Context: an optimization exercise on an open-source flow, tuned for small area and few clock cycles per item. The choices shown serve that exercise and are no tape-out recipe. The RTL was checked by simulation tests, not by an equivalence proof against the original design. The clock port is modelled as an ideal driver; clocking choices that lean on that would not hold on a real chip.

the previous run:
## dot_prod_top
module dot_prod_top #(
   parameter int sample_w = dot_pkg::sample_w,
   parameter int prod_w   = dot_pkg::prod_w,
   parameter int sum_w    = dot_pkg::sum_w,
   parameter int out_w    = dot_pkg::out_w,
   parameter int dot_len  = dot_pkg::dot_len
) (
   input  logic                       clk,
   input  logic                       rst_n_i,
   input  logic                       req_i,
   input  logic signed [sample_w-1:0] xi_i,
   input  logic signed [sample_w-1:0] xq_i,
   input  logic signed [sample_w-1:0] yi_i,
   input  logic signed [sample_w-1:0] yq_i,
   input  logic                       res_ack_i,
   output logic                       ack_o,
   output logic                       res_req_o,
   output logic signed [out_w-1:0]    res_i_o,
   output logic signed [out_w-1:0]    res_q_o
);
   localparam int acc_w = 2 * sample_w + 3;        
   localparam int shift = sum_w - out_w;           
   localparam int res_w = acc_w - shift;           
   localparam logic [acc_w-1:0] acc_init = 27'd78307328;
   logic req_s1, req_s2;
   logic ack_s1, ack_s2;
   logic [sample_w-1:0] r0, r1, r2, r3;
   logic       kph1;
   logic       a_is_i;    
   logic       pend;      
   logic [1:0] mcnt;      
   logic [2:0] bcnt;      
   logic       res_full;  
   logic       act;       
   logic       clr;       
   logic       sub;       
   logic       cap, last_step, blk_done;
   logic       ack_n, pend_n, res_full_n, res_req_n, acc_free_n;
   logic       act_n, clr_n, sub_n;
   logic [1:0] mcnt_n;
   logic       kph1_n;
   logic [2:0] bcnt_n;
   localparam int n_cut = 2;
   logic [acc_w-1:0] acc_a, acc_b, base, sum, res_b;
   logic [n_cut-1:0] cry_b, cout;
   always_ff @(posedge clk or negedge rst_n_i) begin
      if (!rst_n_i) begin
         req_s1 <= 1'b0;
         req_s2 <= 1'b0;
         ack_s1 <= 1'b0;
         ack_s2 <= 1'b0;
      end else begin
         req_s1 <= req_i;
         req_s2 <= req_s1;
  ...
==> flow/config.mk <==
export PLATFORM = sky130hd
export DESIGN_NAME = dot_prod_top
export DESIGN_NICKNAME = dot_prod_top
export VERILOG_FILES = /design/flow/design.v
export SDC_FILE = /design/flow/constraint.sdc
export NUM_CORES = 4
export LEC_CHECK = 0
export CAP_MARGIN = 20
export CORE_MARGIN = 2
export CORE_UTILIZATION = 60
export PLACE_DENSITY = 0.75
export SLEW_MARGIN = 20
==> flow/constraint.sdc <==
create_clock -name core_clock -period 8.0 [get_ports {clk}]
set_input_delay 1.6000 -clock core_clock [delete_from_list [all_inputs] [get_ports {clk}]]
set_output_delay 1.6000 -clock core_clock [all_outputs]
set_load 0.01 [all_outputs]
standard.sh (not shown) runs the stock make flow with config.mk's settings and CLKGATE_MAP_FILE= SYNTH_SCRIPT=/design/flow/synth_recipe.tcl, a recipe that flattens the netlist after the stock synthesis.
==> flow/flow/run.sh <==
#!/bin/bash
# Layout flow: the standard flow (standard.sh) with three changes that
# only affect cell choice, not the design or its constraints:
#  - ABC maps the synthesized logic with an area-oriented script
#    (flow/abc_area_nf.script) instead of the speed script; synthesis is
#    otherwise synth_recipe.tcl unchanged (same passes, flatten, renames);
#  - the port buffers that ORFS inserts are sky130_fd_sc_hd__buf_1;
#  - clock_tree_synthesis gets the arguments in flow/cts_args (small clock
#    buffers, no dummy loads); after CTS, flow/fix_clock_leaves.tcl turns
#    leaf clock buffers whose flip-flops would see a high slew into
#    clkbuf_8 (log: fix_clock_leaves.log).
# make's output goes to standard.log here; each tool's full log is under
# orfs/logs.
set -euo pipefail
here=$(pwd)
{
  printf 'proc abc {args} {\n'
  printf '  set i [lsearch -exact $args -script]\n'
  printf '  if {$i >= 0} { lset args [expr {$i + 1}] %s/flow/abc_area_nf.script }\n' "$here"
  printf '  yosys abc {*}$args\n'
  printf '}\n'
  cat synth_recipe.tcl
} > my_synth.tcl
sed "s#SYNTH_SCRIPT=[^ ]*#SYNTH_SCRIPT=$here/my_synth.tcl#" standard.sh > my_standard.sh
grep -q "SYNTH_SCRIPT=$here/my_synth.tcl" my_standard.sh
# optional extra arguments for yosys synth (flow/synth_args), e.g. -noabc
# to leave the fine-grained logic to extract_fa and the final ABC run.
if [[ -s flow/synth_args ]]; then export SYNTH_ARGS="$(cat flow/synth_args)"; fi
export BUFFER_PORTS_ARGS="-buffer_cell sky130_fd_sc_hd__buf_1"
export CTS_ARGS="$(cat flow/cts_args)"
bash my_standard.sh cts > standard_cts.log 2>&1
RES_DIR=$here/orfs/results/sky130hd/dot_prod_top/base \
  openroad -no_init -exit flow/fix_clock_leaves.tcl > fix_clock_leaves.log 2>&1
bash my_standard.sh > standard.log 2>&1
Other scripts of this flow, unchanged in this note and not shown: flow/flow/abc_area_nf.script, flow/flow/cts_args, flow/flow/fix_clock_leaves.tcl, flow/flow/synth_args
Testbench counts of the previous run, summed over its fixed seeds: cycles 9,612, results 320.
Here is what was changed in the inputs of the current run compared with the previous run.
--- a/flow/design.v
+++ b/flow/design.v
@@ -412,42 +412,42 @@
    assign t_c161 = (t_s119 & t_c118) | (t_s119 & t_c160) | (t_c118 & t_c160);
    assign sum[5] = t_s121 ^ t_c120 ^ t_c161;
    assign t_c162 = (t_s121 & t_c120) | (t_s121 & t_c161) | (t_c120 & t_c161);
    assign sum[6] = t_s123 ^ t_c122 ^ t_c162;
    assign t_c163 = (t_s123 & t_c122) | (t_s123 & t_c162) | (t_c122 & t_c162);
    assign sum[7] = t_s125 ^ t_c124 ^ t_c163;
    assign t_c164 = (t_s125 & t_c124) | (t_s125 & t_c163) | (t_c124 & t_c163);
    assign sum[8] = t_s127 ^ t_c126 ^ t_c164;
    assign t_c165 = (t_s127 & t_c126) | (t_s127 & t_c164) | (t_c126 & t_c164);
-   assign co[0] = t_c165;
-   assign sum[9] = t_s129 ^ t_c128;
-   assign t_c166 = t_s129 & t_c128;
-   assign sum[10] = t_s131 ^ t_c130 ^ t_c166;
-   assign t_c167 = (t_s131 & t_c130) | (t_s131 & t_c166) | (t_c130 & t_c166);
+   assign sum[9] = t_s129 ^ t_c128 ^ t_c165;
+   assign t_c166 = (t_s129 & t_c128) | (t_s129 & t_c165) | (t_c128 & t_c165);
+   assign co[0] = t_c166;
+   assign sum[10] = t_s131 ^ t_c130;
+   assign t_c167 = t_s131 & t_c130;
    assign sum[11] = t_s133 ^ t_c132 ^ t_c167;
    assign t_c168 = (t_s133 & t_c132) | (t_s133 & t_c167) | (t_c132 & t_c167);
    assign sum[12] = t_s135 ^ t_c134 ^ t_c168;
    assign t_c169 = (t_s135 & t_c134) | (t_s135 & t_c168) | (t_c134 & t_c168);
    assign sum[13] = t_s137 ^ t_c136 ^ t_c169;
    assign t_c170 = (t_s137 & t_c136) | (t_s137 & t_c169) | (t_c136 & t_c169);
    assign sum[14] = t_s139 ^ t_c138 ^ t_c170;
    assign t_c171 = (t_s139 & t_c138) | (t_s139 & t_c170) | (t_c138 & t_c170);
    assign sum[15] = t_s141 ^ t_c140 ^ t_c171;
    assign t_c172 = (t_s141 & t_c140) | (t_s141 & t_c171) | (t_c140 & t_c171);
    assign sum[16] = t_s143 ^ t_c142 ^ t_c172;
    assign t_c173 = (t_s143 & t_c142) | (t_s143 & t_c172) | (t_c142 & t_c172);
    assign sum[17] = t_s145 ^ t_c144 ^ t_c173;
    assign t_c174 = (t_s145 & t_c144) | (t_s145 & t_c173) | (t_c144 & t_c173);
-   assign co[1] = t_c174;
-   assign sum[18] = t_s147 ^ t_c146;
-   assign t_c175 = t_s147 & t_c146;
-   assign sum[19] = t_s149 ^ t_c148 ^ t_c175;
-   assign t_c176 = (t_s149 & t_c148) | (t_s149 & t_c175) | (t_c148 & t_c175);
+   assign sum[18] = t_s147 ^ t_c146 ^ t_c174;
+   assign t_c175 = (t_s147 & t_c146) | (t_s147 & t_c174) | (t_c146 & t_c174);
+   assign co[1] = t_c175;
+   assign sum[19] = t_s149 ^ t_c148;
+   assign t_c176 = t_s149 & t_c148;
    assign sum[20] = t_s151 ^ t_c150 ^ t_c176;
    assign t_c177 = (t_s151 & t_c150) | (t_s151 & t_c176) | (t_c150 & t_c176);
    assign sum[21] = t_s153 ^ t_c152 ^ t_c177;
    assign t_c178 = (t_s153 & t_c152) | (t_s153 & t_c177) | (t_c152 & t_c177);
    assign sum[22] = t_s155 ^ t_c154 ^ t_c178;
    assign t_c179 = (t_s155 & t_c154) | (t_s155 & t_c178) | (t_c154 & t_c178);
    assign sum[23] = base[23] ^ t_c156 ^ t_c179;
    assign t_c180 = (base[23] & t_c156) | (base[23] & t_c179) | (t_c156 & t_c179);
    assign sum[24] = base[24] ^ t_c180;
@@ -458,19 +458,18 @@
    assign t_c183 = base[26] & t_c182;
 endmodule
 `default_nettype wire
 `default_nettype none
 module cpx_settle (
    input  logic [26:0] b,
    input  logic [1:0]  c,
    output logic [26:0] r
 );
-   logic u9;
    logic u10;
    logic u11;
    logic u12;
    logic u13;
    logic u14;
    logic u15;
    logic u16;
    logic u17;
    logic u18;
@@ -484,40 +483,39 @@
    assign r[0] = b[0];
    assign r[1] = b[1];
    assign r[2] = b[2];
    assign r[3] = b[3];
    assign r[4] = b[4];
    assign r[5] = b[5];
    assign r[6] = b[6];
    assign r[7] = b[7];
    assign r[8] = b[8];
-   assign r[9] = b[9] ^ c[0];
-   assign u9 = b[9] & c[0];
-   assign r[10] = b[10] ^ u9;
-   assign u10 = b[10] & u9;
+   assign r[9] = b[9];
+   assign r[10] = b[10] ^ c[0];
+   assign u10 = b[10] & c[0];
    assign r[11] = b[11] ^ u10;
    assign u11 = b[11] & u10;
    assign r[12] = b[12] ^ u11;
    assign u12 = b[12] & u11;
    assign r[13] = b[13] ^ u12;
    assign u13 = b[13] & u12;
    assign r[14] = b[14] ^ u13;
    assign u14 = b[14] & u13;
    assign r[15] = b[15] ^ u14;
    assign u15 = b[15] & u14;
    assign r[16] = b[16] ^ u15;
    assign u16 = b[16] & u15;
    assign r[17] = b[17] ^ u16;
    assign u17 = b[17] & u16;
-   assign r[18] = b[18] ^ u17 ^ c[1];
-   assign u18 = (b[18] & u17) | (b[18] & c[1]) | (u17 & c[1]);
-   assign r[19] = b[19] ^ u18;
-   assign u19 = b[19] & u18;
+   assign r[18] = b[18] ^ u17;
+   assign u18 = b[18] & u17;
+   assign r[19] = b[19] ^ u18 ^ c[1];
+   assign u19 = (b[19] & u18) | (b[19] & c[1]) | (u18 & c[1]);
    assign r[20] = b[20] ^ u19;
    assign u20 = b[20] & u19;
    assign r[21] = b[21] ^ u20;
    assign u21 = b[21] & u20;
    assign r[22] = b[22] ^ u21;
    assign u22 = b[22] & u21;
    assign r[23] = b[23] ^ u22;
    assign u23 = b[23] & u22;
    assign r[24] = b[24] ^ u23;
==> notes.md <==
From the previous run to the current run the numbers moved as follows: multi-input logic area now sits lower, final-stage net count shows a reduction of 11, synthesized area has decreased, peak per-stage delay on the critical path roughly the same. The setup slack of the current run is larger than that of the previous run. In the current run the final cell utilization of the core turned out 0.18 points higher than in the previous run. Taking the previous run as the reference, in the current run fraction of layout instances using a drive strength above 1 now sits at about the same level; wire length of the first global-routing pass now sits lower; synthesized net count now sits lower. Diff the previous run -> the current run: met3 routed wirelength lost 210 um; aggregate global-route resource usage went down by 0.20 points.
Testbench counts of the current run, summed over its fixed seeds: cycles 9,612, results 320.

separate check: timing with driven ports:
The flow's constraints put no driver on any port. The routed layouts listed below were extracted and timed again, unchanged, in two steps.
Step 1 (the two cells are an assumption about what drives the block):
set clk [get_ports {clk}]
set_driving_cell -lib_cell sky130_fd_sc_hd__clkbuf_16 $clk
set_driving_cell -lib_cell sky130_fd_sc_hd__buf_2 [delete_from_list [all_inputs] $clk]
Step 2 moves the port delays by t, midway between the first and last clock arrival at a register: inputs arrive t later, outputs are due t later. That takes back most of the time a late clock gives input paths.
Slacks: ideal / step 1 / step 2; pairs: ideal / step 1.
| run | t, ns | setup slack, ns | latest minus earliest clock arrival (ns) | slew at the worst register clock pin (ns) | pins driven straight from the clock port |
|---|---|---|---|---|---|
| the previous run | 0.573 | 0.378 / 0.378 / 0.378 | 0.035 / 0.035 | 0.10 / 0.10 | 1 |
| the current run | 0.561 | 0.492 / 0.492 / 0.492 | 0.033 / 0.034 | 0.09 / 0.09 | 1 |
After both steps setup and hold are still met in every run listed.
